This is an optimization exercise on Yosys and OpenROAD, whose aim is small area, a short achievable clock period and few clock cycles per item, not a production implementation.
The RTL was checked by simulation tests, not by an equivalence proof against the original design.

File: design.v
`timescale 1ns / 1ps
package mepg_pkg;
	localparam int unsigned CFG_UPPER_HALF = 0;
	localparam int unsigned CFG_SKIP       = 1;
endpackage
`timescale 1ns / 1ps
`default_nettype none
module midpoint_ellipse_point_generator_unit
#(
	parameter int RADIUS_BITS = 10,
	parameter int COORD_BITS  = 12
) (
	input  wire                          clk,
	input  wire                          arst_n,
	input  wire                          psel,
	input  wire                          penable,
	input  wire                          pwrite,
	input  wire  [2:0]                   paddr,
	input  wire  [31:0]                  pwdata,
	output logic [31:0]                  prdata,
	output logic                         pready,
	input  wire                          item_valid,
	output logic                         item_ready,
	input  wire                          item_command,
	input  wire  [RADIUS_BITS-1:0]       item_radius_x,
	input  wire  [RADIUS_BITS-1:0]       item_radius_y,
	input  wire  signed [COORD_BITS-1:0] item_centre_x,
	input  wire  signed [COORD_BITS-1:0] item_centre_y,
	output logic                         result_valid,
	input  wire                          result_ready,
	output logic signed [COORD_BITS:0]   result_right_x,
	output logic signed [COORD_BITS:0]   result_left_x,
	output logic signed [COORD_BITS:0]   result_upper_y,
	output logic signed [COORD_BITS:0]   result_lower_y,
	output logic                         result_lower_valid,
	output logic                         result_visible,
	output logic                         result_done_res
);
	localparam int DW = 34;    
	localparam int MW = 32;    
	localparam int AW = 20;    
	localparam int KW = 24;    
	localparam int OW = COORD_BITS + 1;
	logic       upper_q;
	logic [7:0] skip_q;
	assign pready = 1'b1;
	always_ff @(posedge clk or negedge arst_n) begin
		if (!arst_n) begin
			upper_q <= 1'b0;
			skip_q  <= '0;
		end else if (psel && penable && pwrite) begin
			if (!paddr[2]) upper_q <= pwdata[0];
			else           skip_q  <= pwdata[7:0];
		end
	end
	assign prdata = paddr[2] ? {24'b0, skip_q} : {31'b0, upper_q};
	localparam logic [1:0] RG_IDLE = 2'd0, RG_FIRST = 2'd1, RG_SECOND = 2'd2, RG_DONE = 2'd3;
	localparam logic [2:0] PH_NONE = 3'd0, PH_P1 = 3'd1, PH_I1 = 3'd2, PH_I2 = 3'd3,
	                       PH_P2 = 3'd4, PH_F1 = 3'd5;
	logic [1:0] region_q;
	logic [2:0] ph_q;
	logic [3:0] cnt_q;
	logic [1:0] tr_q;          
	logic [1:0] pcnt_q;        
	logic       spend_q;       
	logic       rdy_q;
	logic       ov_q;          
	logic [RADIUS_BITS-1:0] crx_q, cry_q;
	logic [COORD_BITS-1:0]  ccx_q, ccy_q;
	logic signed [DW-1:0] D_q;
	logic signed [MW-1:0] M_q, G_q;
	logic        [AW-1:0] a_q, b_q;
	logic        [KW-1:0] CK_q;
	logic        [7:0]    n_q;
	logic                 dx_q, dy_q;
	logic        [OW-1:0] rxo_q, lxo_q, uyo_q, lyo_q;
	logic                 lv_q, vis_q, done_q;
	wire acc       = item_valid && rdy_q;
	wire acc_step  = acc && item_command;
	wire acc_start = acc && !item_command;
	wire out_free  = !ov_q || result_ready;
	wire r1         = (region_q == RG_FIRST);
	wire r2         = (region_q == RG_SECOND);
	wire init_go    = (ph_q == PH_NONE) && spend_q && (pcnt_q == 2'd0);
	wire init_act   = (ph_q != PH_NONE);
	wire seq_free   = !init_act && !init_go && (tr_q == 2'd0);
	wire tr_go      = seq_free && r1 && !G_q[MW-1];
	wire emit       = seq_free && !tr_go && (pcnt_q != 2'd0) && out_free;
	wire y_zero     = (uyo_q == lyo_q);
	wire done_now   = !(r1 || r2) || (r2 && dy_q && y_zero);
	wire step_live  = emit && !done_now;
	wire dneg       = D_q[DW-1];
	wire diag       = r1 ? !dneg : dneg;
	wire mv_x       = r1 || diag;
	wire mv_y       = r2 || diag;
	wire f1_load    = (ph_q == PH_F1) && out_free;
	wire bx = crx_q[cnt_q];
	wire by = cry_q[cnt_q];
	wire signed [DW-1:0] m4  = DW'(signed'(M_q)) <<< 2;
	wire signed [DW-1:0] g4  = DW'(signed'(G_q)) <<< 2;
	wire signed [DW-1:0] a4  = DW'({a_q, 2'b00});
	wire signed [DW-1:0] ck4 = DW'({CK_q, 2'b00});
	logic signed [DW-1:0] xop, yop;
	logic                 cin;
	always_comb begin
		xop = '0;
		yop = '0;
		cin = 1'b0;
		if (init_act) begin
			unique case (ph_q)
				PH_P1: xop = a4;
				PH_I1: xop = m4;
				PH_I2: begin
					xop = m4;
					yop = DW'(signed'(G_q)) <<< 1;
				end
				PH_P2: begin
					xop = D_q;
					yop = by ? ~a4 : '0;
					cin = by;
				end
				PH_F1: begin
					xop = m4;
					yop = DW'(a_q);
				end
				default: ;
			endcase
		end else if (tr_q == 2'd1) begin
			xop = DW'(CK_q);
			yop = ~a4;
			cin = 1'b1;
		end else if (tr_q == 2'd2) begin
			yop = DW'(a_q);
		end else if (tr_q == 2'd3) begin
			xop = ~(DW'(signed'(M_q)) <<< 1);
			yop = DW'(signed'(G_q)) <<< 1;
		end else if (r1) begin
			xop = diag ? g4 : m4;
			yop = diag ? ck4 : '0;
		end else begin
			xop = diag ? m4 : a4;
			yop = g4;
		end
	end
	wire signed [DW-1:0] dsum = D_q + xop + yop + DW'(cin);
	wire d_clr = init_go || (ph_q == PH_I2);
	wire d_en  = (init_act && (ph_q != PH_P1) && (ph_q != PH_F1)) || ((ph_q == PH_P1) && bx) || f1_load
	                  || (tr_q != 2'd0) || step_live;
	logic signed [MW-1:0] z1, z2;
	logic                 gcin;
	always_comb begin
		z1 = '0;
		z2 = '0;
		gcin = 1'b0;
		if (init_act) begin
			z2 = MW'({a_q, 1'b0});
		end else if (tr_q == 2'd1) begin
			z1 = MW'(CK_q);
		end else if (tr_q == 2'd2) begin
			z1 = ~M_q;
			gcin = 1'b1;
		end else if (r1) begin
			z1 = MW'({b_q, 1'b0});
			z2 = diag ? MW'({a_q, 1'b0}) : '0;
		end else begin
			z2 = MW'({a_q, 1'b0});
		end
	end
	wire signed [MW-1:0] gsum = G_q + z1 + z2 + MW'(gcin);
	wire signed [MW-1:0] msum = M_q + MW'({b_q, 1'b0});
	always_ff @(posedge clk) begin
		if (acc_start) begin
			crx_q <= item_radius_x;
			cry_q <= item_radius_y;
			ccx_q <= item_centre_x;
			ccy_q <= item_centre_y;
		end
		if (d_clr)     D_q <= '0;
		else if (d_en) D_q <= dsum;
		if (init_go)                                   M_q <= '0;
		else if ((ph_q == PH_P1) && by)                M_q <= msum;
		else if (ph_q == PH_I1)                        M_q <= M_q >>> 1;
		else if (f1_load)                              M_q <= msum;
		else if (!init_act && step_live && mv_x)       M_q <= msum;
		if (init_go)                                   G_q <= '0;
		else if ((ph_q == PH_P1) && bx)                G_q <= gsum;
		else if (f1_load)                              G_q <= MW'(D_q >>> 1);
		else if ((tr_q == 2'd1) || (tr_q == 2'd2))     G_q <= gsum;
		else if (!init_act && step_live)               G_q <= gsum;
		if (init_go) begin
			a_q <= AW'(crx_q);
			b_q <= AW'(cry_q);
		end else if (ph_q == PH_P1) begin
			a_q <= a_q << 1;
			b_q <= b_q << 1;
		end else if (ph_q == PH_I1) begin
			a_q <= AW'(G_q >>> 1);
			b_q <= AW'(M_q >>> 1);
		end
		if (ph_q == PH_I2) CK_q <= KW'(dsum >>> 2);
		if (f1_load) begin
			rxo_q <= OW'(signed'(ccx_q));
			lxo_q <= OW'(signed'(ccx_q));
			uyo_q <= OW'(signed'(ccy_q)) + OW'(cry_q);
			lyo_q <= OW'(signed'(ccy_q)) - OW'(cry_q);
			dx_q  <= 1'b0;
			dy_q  <= 1'b0;
		end else if (emit) begin
			if (done_now) begin
				rxo_q  <= '0;
				lxo_q  <= '0;
				uyo_q  <= '0;
				lyo_q  <= '0;
				lv_q   <= 1'b0;
				vis_q  <= 1'b0;
				done_q <= 1'b1;
			end else begin
				rxo_q  <= rxo_q + OW'(dx_q);
				lxo_q  <= lxo_q - OW'(dx_q);
				uyo_q  <= uyo_q - OW'(dy_q);
				lyo_q  <= lyo_q + OW'(dy_q);
				vis_q  <= (n_q >= skip_q);
				lv_q   <= (n_q >= skip_q) && !upper_q;
				done_q <= 1'b0;
				dx_q   <= mv_x;
				dy_q   <= mv_y;
			end
		end
		if (f1_load || (tr_q == 2'd3)) begin
			n_q <= '0;
		end else if (step_live && (n_q != 8'hFF)) begin
			n_q <= n_q + 8'd1;
		end
	end
	logic [1:0] pcnt_d;
	logic       spend_d;
	logic [2:0] ph_d;
	always_comb begin
		pcnt_d = pcnt_q + {1'b0, acc_step} - {1'b0, emit};
		spend_d = (spend_q && !init_go) || acc_start;
		ph_d = ph_q;
		unique case (ph_q)
			PH_NONE: if (init_go) ph_d = PH_P1;
			PH_P1:   if (cnt_q == 4'd9) ph_d = PH_I1;
			PH_I1:   ph_d = PH_I2;
			PH_I2:   ph_d = PH_P2;
			PH_P2:   if (cnt_q == 4'd0) ph_d = PH_F1;
			PH_F1:   if (out_free) ph_d = PH_NONE;
			default: ph_d = PH_NONE;
		endcase
	end
	always_ff @(posedge clk or negedge arst_n) begin
		if (!arst_n) begin
			region_q <= RG_IDLE;
			ph_q     <= PH_NONE;
			cnt_q    <= '0;
			tr_q     <= '0;
			pcnt_q   <= '0;
			spend_q  <= 1'b0;
			rdy_q    <= 1'b1;
			ov_q     <= 1'b0;
		end else begin
			pcnt_q  <= pcnt_d;
			spend_q <= spend_d;
			ph_q    <= ph_d;
			rdy_q   <= !spend_d && (ph_d == PH_NONE) && (pcnt_d != 2'd2);
			if (init_go)            cnt_q <= 4'd0;
			else if (ph_q == PH_P1) cnt_q <= (cnt_q == 4'd9) ? 4'd9 : cnt_q + 4'd1;
			else if (ph_q == PH_P2) cnt_q <= cnt_q - 4'd1;
			if (init_go || init_act)  tr_q <= 2'd0;
			else if (tr_go)           tr_q <= 2'd1;
			else if (tr_q != 2'd0)    tr_q <= tr_q + 2'd1;
			if (f1_load)                      region_q <= RG_FIRST;
			else if (tr_q == 2'd3)            region_q <= RG_SECOND;
			else if (emit && done_now && r2)  region_q <= RG_DONE;
			if (emit)              ov_q <= 1'b1;
			else if (result_ready) ov_q <= 1'b0;
		end
	end
	assign item_ready         = rdy_q;
	assign result_valid       = ov_q;
	assign result_right_x     = rxo_q;
	assign result_left_x      = lxo_q;
	assign result_upper_y     = uyo_q;
	assign result_lower_y     = lyo_q;
	assign result_lower_valid = lv_q;
	assign result_visible     = vis_q;
	assign result_done_res    = done_q;
endmodule
`default_nettype wire
File: run.sh
#!/bin/bash
# synth_recipe.tcl (not shown) runs the flow's synth.tcl, then flattens the netlist and writes it again
# the make line also repeats each setting of config.mk as NAME=value (left out here)
make -C /OpenROAD-flow-scripts/flow DESIGN_CONFIG=/design/flow/config.mk WORK_HOME=/design/flow/orfs CLKGATE_MAP_FILE= SYNTH_SCRIPT=/design/flow/synth_recipe.tcl finish
File: config.mk
export PLATFORM = sky130hd
export DESIGN_NAME = midpoint_ellipse_point_generator_unit
export DESIGN_NICKNAME = midpoint_ellipse_point_generator_unit
export VERILOG_FILES = /design/flow/design.v
export SDC_FILE = /design/flow/constraint.sdc
export NUM_CORES = 4
export LEC_CHECK = 0
export CAP_MARGIN = 20
export CORE_MARGIN = 2
export CORE_UTILIZATION = 40
export SETUP_SLACK_MARGIN = 5
export SLEW_MARGIN = 20
File: constraint.sdc
create_clock -name core_clock -period 11.0 [get_ports {clk}]
set_input_delay 2.2000 -clock core_clock [delete_from_list [all_inputs] [get_ports {clk}]]
set_output_delay 2.2000 -clock core_clock [all_outputs]
set_load 0.01 [all_outputs]
==> results of run 1 <==
critical path, delay by kind of cell:
kind	cells	cell delay, ns
buffers and inverters	2	1.15
multiplexers	1	0.38
worst max path at each step:
| stage | start | to | slack [ns] | cells past startpoint |
|---|---|---|---|---|
| 2_1_floorplan | region_q[1] | D_q[31] | 5.18 | 26 |
| 3_3_place_gp | region_q[1] | D_q[31] | 4.49 | 23 |
| 3_5_place_dp | region_q[1] | D_q[31] | 4.41 | 23 |
| 4_1_cts | region_q[1] | D_q[31] | 4.90 | 24 |
| 5_1_grt | region_q[1] | D_q[31] | 4.98 | 24 |
| 6_report | paddr[2] | prdata[0] | 5.08 | 3 |
routing by layer:
| layer | share of wire [%] | wire (um) | global-route usage, % | up-vias |
|---|---|---|---|---|
| met5 | 0 | 0 | 0 | - |
| met3 | 7.9 | 5980 | 3.53 | 178 |
| li1 | - | - | - | 9903 |
| met1 | 42 | 32100 | 32.8 | 10200 |
| met4 | 4.0 | 3020 | 10.4 | 0 |
| met2 | 46 | 34900 | 39.8 | 925 |
per-stage QoR:
| step | cell area (um^2) | std cells | hold slack (ns) | util (%) |
|---|---|---|---|---|
| floorplan | 23300 | 2752 | 0.445 | - |
| global placement | 25000 | 3492 | 0.454 | 43.5 |
| detailed placement | 25000 | 3492 | 0.461 | 43.5 |
| CTS | 26200 | 3562 | 0.468 | 45.6 |
| global route | 26300 | 3569 | 0.482 | 45.8 |
| finish | 26300 | 3569 | 0.468 | 45.8 |
cells by family after synthesis:
family | after synthesis
adder cells (fa/ha/maj) | 203
AO/OA/AOI/OAI | 835
flip-flops | 296
AND/OR/NAND/NOR | 824
multiplexers | 34
buffers and inverters | 371
XOR/XNOR | 164
other | 2
cells in the final DEF, fill, tap and decap left out, types with 13 or more instances in the layout:
master                            count
sky130_fd_sc_hd__nand2_1            310
sky130_fd_sc_hd__a21oi_1            216
sky130_fd_sc_hd__nor2_1             197
sky130_fd_sc_hd__inv_1              177
sky130_fd_sc_hd__o21ai_0            163
sky130_fd_sc_hd__edfxtp_1           143
sky130_fd_sc_hd__ha_1               141
sky130_fd_sc_hd__dfxtp_1            128
sky130_fd_sc_hd__clkdlybuf4s50_1    125
sky130_fd_sc_hd__xnor2_1            100
sky130_fd_sc_hd__xor2_1              61
sky130_fd_sc_hd__nand3_1             61
sky130_fd_sc_hd__fa_1                59
sky130_fd_sc_hd__nor2b_1             48
sky130_fd_sc_hd__a21o_1              46
sky130_fd_sc_hd__buf_4               42
sky130_fd_sc_hd__o22ai_1             40
sky130_fd_sc_hd__nor3_1              39
sky130_fd_sc_hd__a31oi_1             38
sky130_fd_sc_hd__a22oi_1             38
sky130_fd_sc_hd__clkbuf_16           38
sky130_fd_sc_hd__o21a_1              35
sky130_fd_sc_hd__a222oi_1            35
sky130_fd_sc_hd__a221oi_1            33
sky130_fd_sc_hd__a211oi_1            31
sky130_fd_sc_hd__o221ai_1            30
sky130_fd_sc_hd__nand2b_1            27
sky130_fd_sc_hd__and2_1              25
sky130_fd_sc_hd__conb_1              25
sky130_fd_sc_hd__and3_1              24
sky130_fd_sc_hd__nand4_1             23
sky130_fd_sc_hd__dfrtp_1             23
sky130_fd_sc_hd__a31o_2              20
sky130_fd_sc_hd__o211ai_1            19
sky130_fd_sc_hd__mux2i_1             19
sky130_fd_sc_hd__nor4_1              13
sequential cells by signal (all words and copies together), names as in the netlist, 12 cells and up:
register  cells
b_q          20
G_q          32
rxo_q        13
D_q          34
ccx_q        12
uyo_q        13
CK_q         24
lxo_q        13
M_q          32
lyo_q        13
a_q          20
ccy_q        12
area by class of cell:
| type | count | share of cell area [%] |
|---|---|---|
| multi-input combinational | 2086 | 54.8 |
| sequential | 296 | 28.4 |
| timing repair buffer | 171 | 6.11 |
| clock buffer | 55 | 4.05 |
| tap | 765 | 3.64 |
| inverter | 181 | 2.59 |
| clock inverter | 15 | 0.423 |
timing repair:
item,CTS,global route
gates resized for setup,8,17
buffers inserted,0,5
endpoints found under the setup margin,20,34
pin swaps,0,2
gates cloned,0,2
==> impl_metrics.sql, run 1 <==
INSERT INTO impl_metrics (metric_group, metric, value, unit) VALUES
('sta', 'final.period_utilization', '53.8', '%'),
('setup_path', 'setup_crit_path_kind', 'in2out', ''),
('yosys', 'synth_ff_type', 'sky130_fd_sc_hd__edfxtp_1', ''),
('setup_path', 'worst-endpoint-arrival', '3.72', 'ns'),
('yosys', 'synth_compound_gate_area_share', '23.8', '%'),
('placed_design', 'gp_congestion', '0.929', ''),
('placed_design', 'placement.setup.worst_slack', '4.41', 'ns'),
('yosys', 'muxShareOfSynthArea', '1.74', '%'),
('status', 'run_status', 'complete, no violations', ''),
('clocking', 'clock_tree.buffer_depth', '3', ''),
('route', 'drt-initial-drc-count', '2100', ''),
('clocking', 'cts_htree_levels', '2', ''),
('finish', 'area_of_the_multi_input_gates', '14400', 'um^2'),
('setup_path', 'ff2ff_setup_slack', '5.20', 'ns'),
('setup_path', 'regToRegEndpoint', 'G_q[28]', ''),
('placed_design', 'io_buffers', '125', ''),
('clocking', 'clkSinkCount', '296', ''),
('die', 'die_w', '245', 'um'),
('finish', 'final_layout_size_suffix_gt1_share', '6.88', '%'),
('route', 'via_count', '21200', ''),
('min_path', 'hold-path-cell-count', '2', ''),
('yosys', 'ys_top_cells_by_area', 'sky130_fd_sc_hd__edfxtp_1, sky130_fd_sc_hd__dfxtp_1, sky130_fd_sc_hd__ha_1', ''),
('route', 'drcViolationCount', '0', ''),
('global_routing', 'first_global_vias', '20600', ''),
('sta', 'max_slew_margin', '24.7', '%'),
('yosys', 'yosys.area_share.adder', '12.9', '%'),
('die', 'initial_utilization', '40.3', '%'),
('min_path', 'worst_hold_path.endpoint', 'D_q[0]', ''),
('yosys', 'count_of_state_elements_after_synthesis', '296', ''),
('yosys', 'synth_top_family_by_area', 'compound AO/OA/AOI/OAI gates', ''),
('die', 'fp.coreArea', '57500', 'um^2'),
('route', 'routed_wl', '75900', 'um'),
('yosys', 'synthMostInstantiatedCell', 'sky130_fd_sc_hd__nand2_1', ''),
('yosys', 'yosys.area_share.xor_xnor', '6.26', '%'),
('finish', 'num-nets-final', '3064', ''),
('yosys', 'async_flop_share', '8.45', '%'),
('route', 'drt-pass1-iter-count', '7', ''),
('job', 'max_cap_viol_count', '0', ''),
('clocking', 'cts_hold_buf', '0', ''),
('die', 'io_pins', '177', ''),
('sta', 'setup_total_negative_slack', '0', 'ns'),
('route', 'routed_wire_length_per_instance', '21.3', 'um'),
('finish', 'fillCellCount', '5584', ''),
('finish', 'synthesis_to_finish_area_growth', '13.6', '%'),
('yosys', 'postSynthCellCount', '2729', ''),
('setup_path', 'worst_r2r_path_depth', '22', ''),
('die', 'die_y', '245', 'um'),
('setup_path', 'critPathMaxStageDelay', '0.67', 'ns'),
('yosys', 'ys_warn_count', '1', ''),
('placed_design', 'post-dp-hpwl', '52900', 'um'),
('sta', 'max_slew.worst_pin.slew', '1.13', 'ns'),
('finish', 'seqCellArea', '7480', 'um^2'),
('yosys', 'number_of_synthesized_flops_with_an_enable_pin', '143', ''),
('yosys', 'synth-simple-area-share', '16.4', '%'),
('min_path', 'hold_path.startpoint', 'D_q[0]', ''),
('sta', 'layout_setup_ws', '5.08', 'ns'),
('yosys', 'synth.avg_cell_area', '8.49', 'um^2'),
('setup_path', 'crit_slowest_cell', 'sky130_fd_sc_hd__clkdlybuf4s50_1', ''),
('min_path', 'hold_path.class', 'reg2reg', ''),
('sta', 'fin_crit', '5.92', 'ns'),
('global_routing', 'globalRouteOverflowTotal', '0', ''),
('yosys', 'synth_top_area_share', '18.5', '%'),
('setup_path', 'worst_path_most_repeated_cell', 'sky130_fd_sc_hd__clkdlybuf4s50_1', ''),
('setup_path', 'startpoint_type', 'input pin', ''),
('yosys', 'netlist_area', '23200', 'um^2'),
('clocking', 'path_clk_slew', '0.05', 'ns'),
('clocking', 'clock_tree.root_cell', 'sky130_fd_sc_hd__clkbuf_16', ''),
('setup_path', 'setup.worst_path.end_class', 'primary output', ''),
('yosys', 'ys_top_cells_by_count', 'sky130_fd_sc_hd__nand2_1, sky130_fd_sc_hd__a21oi_1, sky130_fd_sc_hd__nor2_1', '');
Testbench counts, summed over its fixed seeds: cycles 48,695, items 46,359.
==> run 2, diff against run 1 <==
--- a/config.mk
+++ b/config.mk
@@ -8,5 +8,4 @@
 export CAP_MARGIN = 20
 export CORE_MARGIN = 2
 export CORE_UTILIZATION = 40
-export SETUP_SLACK_MARGIN = 5
 export SLEW_MARGIN = 20
==> impl_metrics.sql, run 2 <==
INSERT INTO impl_metrics (metric_group, metric, value, unit) VALUES
('yosys', 'ys_warn_count', '1', ''),
('finish', 'mostFrequentLayoutCell', 'sky130_fd_sc_hd__nand2_1', ''),
('sta', 'final_hold_viol_count', '0', ''),
('clocking', 'clkSinkCount', '296', ''),
('sta', 'timing.final.max_slew_violations', '0', ''),
('yosys', 'postSynthCellCount', '2729', ''),
('finish', 'max_flop_register', 'D_q', ''),
('placed_design', 'post-dp-hpwl', '52900', 'um'),
('setup_path', 'crit_slowest_cell', 'sky130_fd_sc_hd__and2_1', ''),
('setup_path', 'worst_path_most_repeated_cell', 'sky130_fd_sc_hd__ha_1', ''),
('clocking', 'path_clk_slew', '0.06', 'ns'),
('yosys', 'muxShareOfSynthArea', '1.74', '%'),
('yosys', 'async_flop_share', '8.45', '%'),
('finish', 'layout_common_cells', 'sky130_fd_sc_hd__nand2_1, sky130_fd_sc_hd__a21oi_1, sky130_fd_sc_hd__nor2_1', ''),
('setup_path', 'path_cells', 'inv_1, ha_1, buf_4, clkinv_1, buf_4, ha_1, and2_1, a22oi_1, o21ai_0, a222oi_1, o21a_1, fa_1, inv_1, ha_1, a21o_1, a21oi_1, a21oi_1, or2_2, o2bb2ai_1, o21ai_0, nor2_1, a2111oi_0, o32ai_1', ''),
('min_path', 'hold_path.startpoint', 'D_q[0]', ''),
('die', 'num_rows', '88', ''),
('sta', 'maximum_clock_frequency', '149', 'MHz'),
('sta', 'max_slew_margin', '25.8', '%'),
('global_routing', 'global_route.peak_usage_layer', 'met2', ''),
('yosys', 'netlist_area', '23200', 'um^2'),
('global_routing', 'groute.layer.met1.usage', '32.7', '%'),
('yosys', 'synth_top_family_by_area', 'compound AO/OA/AOI/OAI gates', ''),
('finish', 'largestRegisters', 'D_q (34), G_q (32), M_q (32)', ''),
('yosys', 'count_of_state_elements_after_synthesis', '296', ''),
('die', 'io_pins', '177', ''),
('sta', 'fin_crit', '6.73', 'ns'),
('sta', 'max_slew.worst_pin.slew', '1.11', 'ns'),
('clocking', 'cts_htree_levels', '2', ''),
('setup_path', 'worst_r2r_path_depth', '23', ''),
('die', 'die_y', '245', 'um'),
('yosys', 'synthMostInstantiatedCell', 'sky130_fd_sc_hd__nand2_1', ''),
('setup_path', 'startpoint_type', 'flip-flop', ''),
('yosys', 'synth_ff_type', 'sky130_fd_sc_hd__edfxtp_1', ''),
('global_routing', 'global_route_wire_length_before_repair', '117000', 'um'),
('sta', 'setup_total_negative_slack', '0', 'ns'),
('job', 'max_cap_viol_count', '0', ''),
('clocking', 'cts_tree', 'done', ''),
('yosys', 'yosysTopAreaCell', 'sky130_fd_sc_hd__edfxtp_1', ''),
('yosys', 'yosys.area_share.xor_xnor', '6.26', '%'),
('route', 'post_dr_vias_cell', '5.95', ''),
('route', 'routed_wire_length_per_instance', '21.2', 'um'),
('route', 'via_count', '21200', ''),
('clocking', 'clock_tree.buffer_depth', '3', ''),
('route', 'drcViolationCount', '0', ''),
('global_routing', 'pin_count_of_the_biggest_net_entering_global_routing', '91', ''),
('sta', 'skew', '0.0227', 'ns'),
('setup_path', 'worst_path_required_time', '11.43', 'ns'),
('setup_path', 'setup_crit_path_kind', 'reg2reg', ''),
('clocking', 'clock_latency', '0.57', 'ns'),
('clocking', 'clock_tree.root_cell', 'sky130_fd_sc_hd__clkbuf_16', ''),
('finish', 'synthesis_to_finish_area_growth', '12.9', '%'),
('placed_design', 'gp_congestion', '0.929', ''),
('clocking', 'cts_inserted_buffers', '38', ''),
('min_path', 'worst_hold_path.endpoint', 'D_q[0]', ''),
('finish', 'num-nets-final', '3057', ''),
('yosys', 'yosys.area_share.adder', '12.9', '%'),
('setup_path', 'ff2ff_setup_slack', '4.27', 'ns'),
('finish', 'seqCellArea', '7480', 'um^2'),
('min_path', 'hold_path.class', 'reg2reg', ''),
('setup_path', 'setup.worst_path.start', 'region_q[1]', ''),
('placed_design', 'placement.setup.worst_slack', '4.41', 'ns'),
('yosys', 'synth_top_area_share', '18.5', '%'),
('die', 'fp.coreArea', '57500', 'um^2'),
('sta', 'setup_viol', '0', ''),
('clocking', 'post_cts_resized', '0', ''),
('die', 'die_w', '245', 'um'),
('yosys', 'synth-simple-area-share', '16.4', '%'),
('yosys', 'ys_top_cells_by_count', 'sky130_fd_sc_hd__nand2_1, sky130_fd_sc_hd__a21oi_1, sky130_fd_sc_hd__nor2_1', ''),
('setup_path', 'critical_path.max_fanout', '26', ''),
('global_routing', 'first_global_vias', '20600', ''),
('status', 'run_status', 'complete, no violations', ''),
('min_path', 'hold-path-cell-count', '2', ''),
('setup_path', 'critPathMaxStageDelay', '0.68', 'ns'),
('route', 'routed_wl', '75400', 'um'),
('yosys', 'number_of_synthesized_flops_with_an_enable_pin', '143', ''),
('yosys', 'synth-seq-area-share', '32.3', '%'),
('finish', 'area_of_the_multi_input_gates', '14300', 'um^2'),
('setup_path', 'reg2reg_from', 'region_q[1]', ''),
('global_routing', 'grt_use_total', '24.6', '%'),
('yosys', 'ys_top_cells_by_area', 'sky130_fd_sc_hd__edfxtp_1, sky130_fd_sc_hd__dfxtp_1, sky130_fd_sc_hd__ha_1', ''),
('global_routing', 'globalRouteOverflowTotal', '0', ''),
('finish', 'final_layout_size_suffix_gt1_share', '6.11', '%'),
('sta', 'final.period_utilization', '61.2', '%'),
('yosys', 'synth_compound_gate_area_share', '23.8', '%'),
('setup_path', 'worst-endpoint-arrival', '7.16', 'ns'),
('global_routing', 'use_met2', '39.9', '%'),
('yosys', 'synth.avg_cell_area', '8.49', 'um^2'),
('sta', 'layout_setup_ws', '4.27', 'ns'),
('route', 'drt-initial-drc-count', '1985', ''),
('setup_path', 'regToRegEndpoint', 'D_q[31]', ''),
('global_routing', 'antenna_found_initial', '0', ''),
('sta', 'rsz0062_at_grt', 'false', ''),
('placed_design', 'io_buffers', '125', ''),
('finish', 'largest_register_ffs', '34', ''),
('finish', 'fillCellCount', '5598', ''),
('setup_path', 'setup.worst_path.end_class', 'flip-flop', ''),
('clocking', 'cts.repair_timing.setup_buffer_count', '0', ''),
('clocking', 'cts_hold_buf', '0', ''),
('global_routing', 'globalRouteMet3Util', '3.56', '%'),
('finish', 'antenna-diode-count', '0', ''),
('yosys', 'netlist-cell-type-count', '86', ''),
('die', 'die_area', '59900', 'um^2'),
('die', 'initial_utilization', '40.3', '%'),
('route', 'drt-pass1-iter-count', '6', ''),
('route', 'final_antenna_net_count', '0', '');
run 2: area by class of cell:
type / instances / share of cell area [%]
well taps: 765 / 3.66
flip-flops and latches: 296 / 28.6
inverters: 181 / 2.60
clock inverters: 15 / 0.425
repair buffers: 165 / 5.93
clock buffers: 55 / 4.07
multi-input cells: 2085 / 54.7
run 2: worst max path at each step:
stage	endpoint	slack, ns
5_1_grt	D_q[31]	3.93
3_5_place_dp	D_q[31]	4.41
2_1_floorplan	D_q[31]	5.18
6_report	D_q[31]	4.27
3_3_place_gp	D_q[31]	4.49
4_1_cts	D_q[31]	4.38
run 2: cell families after synthesis:
logic type                 after synthesis
AOI/OAI and AO/OA                      835
muxes                                   34
DFF                                    296
adders and majority gates              203
xor gates and xnor gates               164
buffers and inverters                  371
and+or+nand+nor                        824
other                                    2
run 2: layer usage:
metal / vias to the layer above / wire length, um
li1: 9895 / -
met1: 10200 / 32100
met2: 932 / 34500
met3: 175 / 5690
met4: 0 / 3120
met5: - / 0
run 2: critical path, delay by kind of cell, from the launching register on:
kind	cells	cell delay, ns
AOI/OAI and AO/OA	11	2.68
adders and majority gates	4	1.55
and+or+nand+nor	3	1.14
buffers and inverters	5	0.79
DFF	1	0.38
run 2: stage by stage:
stage	hold WS (ns)	instance area [um^2]	util, %	std cells
final	0.468	26200	45.5	3562
after global routing	0.482	26200	45.5	3562
after CTS	0.468	26200	45.5	3562
after detailed placement	0.461	25000	43.5	3492
after global placement	0.454	25000	43.5	3492
after floorplan	0.445	23300	-	2752
==> run 3, diff against run 2 <==
==> flow/run.sh (new file) <==
#!/bin/bash
set -euo pipefail
MARGIN=$(cat flow/margin.txt)
bash standard.sh synth > synth.log 2>&1
bash standard.sh SETUP_SLACK_MARGIN=$MARGIN finish > layout.log 2>&1
==> flow/margin.txt (new file) <==
7
==> standard.sh (new file) <==
#!/bin/bash
# synth_recipe.tcl (not shown) runs the flow's synth.tcl, then flattens the netlist and writes it again
# the make line also repeats each setting of config.mk as NAME=value (left out here)
make -C /OpenROAD-flow-scripts/flow DESIGN_CONFIG=/design/flow/config.mk WORK_HOME=/design/flow/orfs CLKGATE_MAP_FILE= SYNTH_SCRIPT=/design/flow/synth_recipe.tcl "${@:-finish}"
removed: run.sh
==> impl_metrics.sql, run 3 <==
INSERT INTO impl_metrics (metric_group, metric, value, unit) VALUES
('sta', 'final.period_utilization', '44.7', '%'),
('yosys', 'netlist_area', '23200', 'um^2'),
('yosys', 'muxShareOfSynthArea', '1.74', '%'),
('route', 'post_dr_vias_cell', '6.04', ''),
('setup_path', 'path_cells', 'buf_12, mux2_4, buf_6', ''),
('finish', 'largest_register_ffs', '34', ''),
('route', 'routed_wl', '84700', 'um'),
('setup_path', 'ff2ff_setup_slack', '6.18', 'ns'),
('setup_path', 'reg2reg_from', 'region_q[1]', ''),
('finish', 'mostFrequentLayoutCell', 'sky130_fd_sc_hd__nand2_1', ''),
('finish', 'num-nets-final', '3216', ''),
('yosys', 'ys_warn_count', '1', ''),
('setup_path', 'worst_path_required_time', '8.80', 'ns'),
('yosys', 'netlist-cell-type-count', '86', ''),
('route', 'drt-pass1-iter-count', '9', ''),
('yosys', 'synth.avg_cell_area', '8.49', 'um^2'),
('yosys', 'yosys.area_share.adder', '12.9', '%'),
('yosys', 'yosys.area_share.xor_xnor', '6.26', '%'),
('placed_design', 'io_buffers', '125', ''),
('yosys', 'synth_top_family_by_area', 'compound AO/OA/AOI/OAI gates', ''),
('yosys', 'number_of_synthesized_flops_with_an_enable_pin', '143', ''),
('route', 'drcViolationCount', '0', ''),
('global_routing', 'antenna_found_initial', '0', ''),
('setup_path', 'setup_crit_path_kind', 'in2out', ''),
('placed_design', 'post-dp-hpwl', '53800', 'um'),
('die', 'die_y', '245', 'um'),
('route', 'drt-initial-drc-count', '2150', ''),
('die', 'initial_utilization', '40.3', '%'),
('clocking', 'cts_hold_buf', '0', ''),
('setup_path', 'startpoint_type', 'input pin', ''),
('clocking', 'cts_tree', 'done', ''),
('sta', 'max_slew_margin', '22.2', '%'),
('sta', 'fin_crit', '4.92', 'ns'),
('global_routing', 'globalRouteOverflowTotal', '0', ''),
('finish', 'layout_common_cells', 'sky130_fd_sc_hd__nand2_1, sky130_fd_sc_hd__nor2_1, sky130_fd_sc_hd__a21oi_1', ''),
('global_routing', 'pin_count_of_the_biggest_net_entering_global_routing', '76', ''),
('route', 'routed_wire_length_per_instance', '22.8', 'um'),
('sta', 'rsz0062_at_grt', 'true', ''),
('route', 'via_count', '22400', ''),
('clocking', 'cts_inserted_buffers', '37', ''),
('yosys', 'count_of_state_elements_after_synthesis', '296', ''),
('status', 'run_status', 'complete, no violations', ''),
('die', 'num_rows', '88', ''),
('yosys', 'ys_top_cells_by_area', 'sky130_fd_sc_hd__edfxtp_1, sky130_fd_sc_hd__dfxtp_1, sky130_fd_sc_hd__ha_1', ''),
('yosys', 'synth-seq-area-share', '32.3', '%'),
('yosys', 'synth-simple-area-share', '16.4', '%'),
('min_path', 'hold_path.class', 'reg2reg', ''),
('finish', 'utilization', '52.6', '%'),
('yosys', 'yosysTopAreaCell', 'sky130_fd_sc_hd__edfxtp_1', ''),
('yosys', 'ys_top_cells_by_count', 'sky130_fd_sc_hd__nand2_1, sky130_fd_sc_hd__a21oi_1, sky130_fd_sc_hd__nor2_1', ''),
('setup_path', 'setup.worst_path.end_class', 'primary output', ''),
('min_path', 'hold_path.startpoint', 'D_q[0]', ''),
('die', 'fp.coreArea', '57500', 'um^2'),
('yosys', 'synth_top_area_share', '18.5', '%'),
('sta', 'max_slew.worst_pin.slew', '1.17', 'ns'),
('setup_path', 'worst_path_dominant_cell_family', 'multiplexers', ''),
('clocking', 'clock_tree.buffer_depth', '3', ''),
('clocking', 'clock_latency', '0.58', 'ns'),
('job', 'max_cap_viol_count', '0', ''),
('global_routing', 'grt_use_total', '27.2', '%'),
('setup_path', 'critPathMaxStageDelay', '0.29', 'ns'),
('yosys', 'async_flop_share', '8.45', '%'),
('finish', 'synthesis_to_finish_area_growth', '30.5', '%'),
('sta', 'setup_viol', '0', ''),
('yosys', 'postSynthCellCount', '2729', ''),
('die', 'die_area', '59900', 'um^2'),
('die', 'die_w', '245', 'um'),
('route', 'final_antenna_net_count', '0', ''),
('min_path', 'worst_hold_path.endpoint', 'D_q[0]', ''),
('sta', 'setup_total_negative_slack', '0', 'ns'),
('global_routing', 'global_route_wire_length_before_repair', '128000', 'um'),
('finish', 'max_flop_register', 'D_q', ''),
('setup_path', 'worst-path-buf-inv', '2', ''),
('min_path', 'hold-path-cell-count', '2', ''),
('sta', 'skew', '0.0211', 'ns'),
('global_routing', 'first_global_vias', '21800', ''),
('sta', 'maximum_clock_frequency', '203', 'MHz'),
('clocking', 'clkSinkCount', '296', ''),
('yosys', 'synth_ff_type', 'sky130_fd_sc_hd__edfxtp_1', ''),
('setup_path', 'worst_r2r_path_depth', '24', ''),
('clocking', 'clock_tree.root_cell', 'sky130_fd_sc_hd__clkbuf_16', ''),
('clocking', 'path_clk_slew', '0.06', 'ns'),
('placed_design', 'gp_congestion', '0.907', ''),
('setup_path', 'worst-endpoint-arrival', '2.72', 'ns'),
('finish', 'largestRegisters', 'D_q (34), G_q (32), M_q (32)', ''),
('clocking', 'cts_htree_levels', '2', ''),
('setup_path', 'crit_slowest_cell', 'sky130_fd_sc_hd__mux2_4', ''),
('sta', 'final_hold_viol_count', '0', ''),
('sta', 'timing.final.max_slew_violations', '0', ''),
('finish', 'final_layout_size_suffix_gt1_share', '20.9', '%'),
('setup_path', 'regToRegEndpoint', 'D_q[32]', ''),
('setup_path', 'critical_path.max_fanout', '5', ''),
('yosys', 'synthMostInstantiatedCell', 'sky130_fd_sc_hd__nand2_1', ''),
('yosys', 'synth_compound_gate_area_share', '23.8', '%'),
('finish', 'antenna-diode-count', '0', ''),
('die', 'io_pins', '177', '');
[run 3: through the flow]
step / cells / hold WS, ns / instance area (um^2) / setup slack, ns
2_1_floorplan: 2752 / 0.445 / 24000 / 6.17
3_3_place_gp: 3482 / 0.454 / 25400 / 5.01
3_5_place_dp: 3483 / 0.460 / 25400 / 4.98
4_1_cts: 3667 / 0.468 / 29200 / 6.08
5_1_grt: 3717 / 0.484 / 30200 / 6.07
6_report: 3717 / 0.467 / 30200 / 6.08
[run 3: repair_timing]
item                                    in CTS  in global routing
buffers inserted                           103                 47
pin swaps                                  157                126
hold endpoints to repair                     0                  0
endpoints found under the setup margin     191                 85
gates resized for setup                    300                134
cloned                                      16                  3
[run 3: kinds of logic after synthesis]
| kind of cell | Yosys count |
|---|---|
| other cells | 2 |
| compound gates | 835 |
| mux | 34 |
| simple gates | 824 |
| flops | 296 |
| fa+ha+maj | 203 |
| xor+xnor | 164 |
| buf+inv | 371 |
[run 3: tightest hold or removal path, cell delays in order (launching register included)]
cell and delay [ns]:
sky130_fd_sc_hd__dfxtp_1 0.32, sky130_fd_sc_hd__nand2_1 0.05, sky130_fd_sc_hd__a21oi_1 0.05
[run 3: worst max-delay path by stage]
stage / from / end / slack (ns) / cells after the start
5_1_grt: region_q[1] / D_q[32] / 6.07 / 24
4_1_cts: paddr[2] / prdata[0] / 6.08 / 3
2_1_floorplan: paddr[2] / prdata[0] / 6.17 / 2
3_5_place_dp: cnt_q[0] / D_q[31] / 4.98 / 18
6_report: paddr[2] / prdata[0] / 6.08 / 3
3_3_place_gp: cnt_q[0] / D_q[31] / 5.01 / 18
[run 3: final cells by class]
type	count	area (um^2)
fill	5111	27200
multi-input combinational	2092	16500
sequential	296	7490
timing repair buffer	317	3330
clock buffer	45	976
tap	765	957
inverter	181	717
clock inverter	20	305
timing repair inverter	1	8.76
[run 3: routing by layer]
metal / global-route usage (%) / part of all wire [%] / vias to the layer above
li1: - / - / 10200
met1: 35.0 / 40 / 10900
met2: 44.9 / 46 / 1094
met3: 4.31 / 8.1 / 268
met4: 12.7 / 5.2 / 0
met5: 0 / 0 / -

-- re-timing with driven ports --
The flow's constraints put no driver on any port. The routed layouts listed below were extracted and timed again, unchanged, in two steps.
Step 1 assumes that a clkbuf_16 drives the clock port and a buf_2 every other input.
Step 2, shift: input delay + t, output delay - t, t = (earliest + latest rising clock arrival at the registers) / 2. This alone moves slack from input paths to output paths.
a / b / c = ideal ports / drivers / drivers and shift; a / b = the first two.
| run | t (ns) | slack for setup (ns) | worst setup path at the end | latest minus earliest clock arrival (ns) | worst slew at a driven data input, ns |
|---|---|---|---|---|---|
| run 1 | 0.619 | 5.078 / 5.050 / 5.050 | input to output | 0.024 / 0.024 | 0.07 |
| run 2 | 0.621 | 4.272 / 4.272 / 4.272 | register to register | 0.023 / 0.023 | 0.07 |
| run 3 | 0.625 | 6.084 / 6.009 / 6.009 | input to output | 0.023 / 0.023 | 0.09 |
After both steps setup and hold are still met in every run listed. For run 3, which loses most, drivers alone change the setup slack by -0.075 ns; drivers and shift together by -0.075 ns.
